Context: an optimization exercise on an open-source flow, tuned for small area and a short achievable clock period. The choices shown serve that exercise and are no tape-out recipe. Where RTL was checked, it was by simulation tests only, not by an equivalence proof against the original. No activity file was given, so power comes from the tool's default toggle rates.

==> flow/design.v (excerpt) <==
module window_3x3 #(
    parameter int N       = 8,
    parameter int CHANNEL = 3,
    parameter int SIZE    = 32,
    parameter int PADDING = 1
) (
    input  logic                     clk,
    input  logic                     rst,
    input  logic                     din_vld,
    input  logic [CHANNEL*N-1:0]     din,
    output logic [9*CHANNEL*N-1:0]   win_dout,
    output logic                     win_vld,
    output logic                     win_end
);
For scale: ~1800 cells after synthesis, about 250 I/O pins, about 52000 um2 of cells after synthesis.
==> module window_3x3, before the edit <==
module window_3x3 #(
    parameter int N       = 8,
    parameter int CHANNEL = 3,
    parameter int SIZE    = 32,
    parameter int PADDING = 1
) (
    input  logic                     clk,
    input  logic                     rst,
    input  logic                     din_vld,
    input  logic [CHANNEL*N-1:0]     din,
    output logic [9*CHANNEL*N-1:0]   win_dout,
    output logic                     win_vld,
    output logic                     win_end
);
    localparam int P  = CHANNEL * N;
    localparam int W  = SIZE + 2 * PADDING;
    localparam int CW = $clog2(W);
    localparam int L  = 2 * W + 2;               
    localparam logic [CW-1:0] W_M1 = CW'(W - 1);
    logic [P-1:0]  px_q;
    logic          px_vld_q;
    logic [P-1:0]  chain_q [L];
    logic [CW-1:0] col_q, row_q;
    logic          col_ge2_q, row_ge2_q;
    logic          win_vld_q, win_end_q;
    logic          col_last, row_last;
    always_ff @(posedge clk) begin
        px_q     <= din;
        px_vld_q <= din_vld;
    end
    always_ff @(posedge clk) begin
        if (px_vld_q) begin
            chain_q[0] <= px_q;
            for (int i = 1; i < L; i++) chain_q[i] <= chain_q[i-1];
        end
    end
    assign col_last = (col_q == W_M1);
    assign row_last = (row_q == W_M1);
    always_ff @(posedge clk) begin
        if (rst) begin
            col_q     <= '0;
            row_q     <= '0;
            col_ge2_q <= 1'b0;
            row_ge2_q <= 1'b0;
            win_vld_q <= 1'b0;
            win_end_q <= 1'b0;
        end else begin
            win_vld_q <= din_vld && col_ge2_q && row_ge2_q;
            win_end_q <= din_vld && col_last && row_last;
            if (din_vld) begin
                if (col_last) begin
                    col_q     <= '0;
                    col_ge2_q <= 1'b0;
                    if (row_last) begin
                        row_q     <= '0;
                        row_ge2_q <= 1'b0;
                    end else begin
                        row_q     <= row_q + 1'b1;
                        if (row_q == CW'(1)) row_ge2_q <= 1'b1;
                    end
                end else begin
                    col_q <= col_q + 1'b1;
                    if (col_q == CW'(1)) col_ge2_q <= 1'b1;
                end
            end
        end
    end
    for (genvar k = 0; k < 9; k++) begin : g_tap
        localparam int D = (2 - k / 3) * W + (2 - k % 3);
        if (D == 0) begin : g_new
            assign win_dout[k*P +: P] = px_q;
        end else begin : g_old
            assign win_dout[k*P +: P] = chain_q[D-1];
        end
    end
    assign win_vld = win_vld_q;
    assign win_end = win_end_q;
endmodule
==> flow/config.mk <==
export PLATFORM = sky130hd
export DESIGN_NAME = window_3x3
export DESIGN_NICKNAME = window_3x3
export VERILOG_FILES = /design/flow/design.v
export SDC_FILE = /design/flow/constraint.sdc
export NUM_CORES = 4
export LEC_CHECK = 0
export CAP_MARGIN = 20
export CORE_MARGIN = 2
export CORE_UTILIZATION = 40
export SLEW_MARGIN = 50
==> flow/constraint.sdc <==
create_clock -name core_clock -period 4.6 [get_ports {clk}]
set_input_delay 0.9200 -clock core_clock [delete_from_list [all_inputs] [get_ports {clk}]]
set_output_delay 0.9200 -clock core_clock [all_outputs]
set_load 0.01 [all_outputs]
standard.sh (not shown) runs the stock make flow with config.mk's settings and CLKGATE_MAP_FILE= SYNTH_SCRIPT=/design/flow/synth_recipe.tcl, a recipe that flattens the netlist after the stock synthesis.
==> flow/flow/run.sh <==
#!/bin/bash
# Standard ORFS layout with two changes: port buffers use buf_1 instead of the default
# delay buffer, and CTS uses larger sink clusters without dummy loads.
set -euo pipefail
bash standard.sh \
  "BUFFER_PORTS_ARGS=-buffer_cell sky130_fd_sc_hd__buf_1" \
  "CTS_ARGS=-sink_clustering_enable -repair_clock_nets -dont_use_dummy_load -sink_clustering_size 30 -sink_clustering_max_diameter 100 -buf_list sky130_fd_sc_hd__clkbuf_16" \
  finish > make.log 2>&1
==> next run, changes <==
--- a/flow/design.v
+++ b/flow/design.v
@@ -21,9 +21,8 @@
     logic          px_vld_q;
     logic [P-1:0]  chain_q [L];
     logic [CW-1:0] col_q, row_q;
-    logic          col_ge2_q, row_ge2_q;
     logic          win_vld_q, win_end_q;
-    logic          col_last, row_last;
+    logic          col_last, row_last, col_ge2, row_ge2;
     always_ff @(posedge clk) begin
         px_q     <= din;
         px_vld_q <= din_vld;
@@ -36,31 +35,23 @@
     end
     assign col_last = (col_q == W_M1);
     assign row_last = (row_q == W_M1);
+    assign col_ge2  = (col_q >= CW'(2));
+    assign row_ge2  = (row_q >= CW'(2));
     always_ff @(posedge clk) begin
         if (rst) begin
             col_q     <= '0;
             row_q     <= '0;
-            col_ge2_q <= 1'b0;
-            row_ge2_q <= 1'b0;
             win_vld_q <= 1'b0;
             win_end_q <= 1'b0;
         end else begin
-            win_vld_q <= din_vld && col_ge2_q && row_ge2_q;
+            win_vld_q <= din_vld && col_ge2 && row_ge2;
             win_end_q <= din_vld && col_last && row_last;
             if (din_vld) begin
                 if (col_last) begin
-                    col_q     <= '0;
-                    col_ge2_q <= 1'b0;
-                    if (row_last) begin
-                        row_q     <= '0;
-                        row_ge2_q <= 1'b0;
-                    end else begin
-                        row_q     <= row_q + 1'b1;
-                        if (row_q == CW'(1)) row_ge2_q <= 1'b1;
-                    end
+                    col_q <= '0;
+                    row_q <= row_last ? '0 : row_q + 1'b1;
                 end else begin
                     col_q <= col_q + 1'b1;
-                    if (col_q == CW'(1)) col_ge2_q <= 1'b1;
                 end
             end
         end
After rerunning: The new run produced a clean layout. Combinational power grows by about 2%. Utilization barely changes. Wire length climbs by 3.1%. Die area barely changes. Area after synthesis hardly moves. Non-clock buffer count is higher by 5. Setup slack gets worse by 0.050 ns. Count of clock-buffer cells in the layout is unchanged.
Only the layout flow was run in the second run of this note; the RTL was not checked for function there.

==> separate check: timing with driven ports <==
Ports are ideal in the flow. The routed layouts listed here were re-timed in OpenROAD.
Step 1 assumes that a clkbuf_16 drives the clock port and a buf_2 every other input.
Step 2 also shifts input and output timing later by t, the mid clock arrival at the registers, as if the neighbouring blocks saw the same clock.
a / b / c = ideal / step 1 / step 2; a / b = the first two.
| run | t, ns | setup WS [ns] | clock arrival spread, ns | slew at the worst register clock pin (ns) | worst slew at a driven data input, ns |
|---|---|---|---|---|---|
| the first run | 0.684 | 2.431 / 2.363 / 2.348 | 0.069 / 0.070 | 0.11 / 0.11 | 0.03 |
| the second run | 0.692 | 2.382 / 2.313 / 2.216 | 0.057 / 0.057 | 0.11 / 0.11 | 0.03 |
After both steps setup and hold are still met in every run listed. For the second run, which loses most, drivers alone change the setup slack by -0.069 ns; drivers and shift together by -0.166 ns.
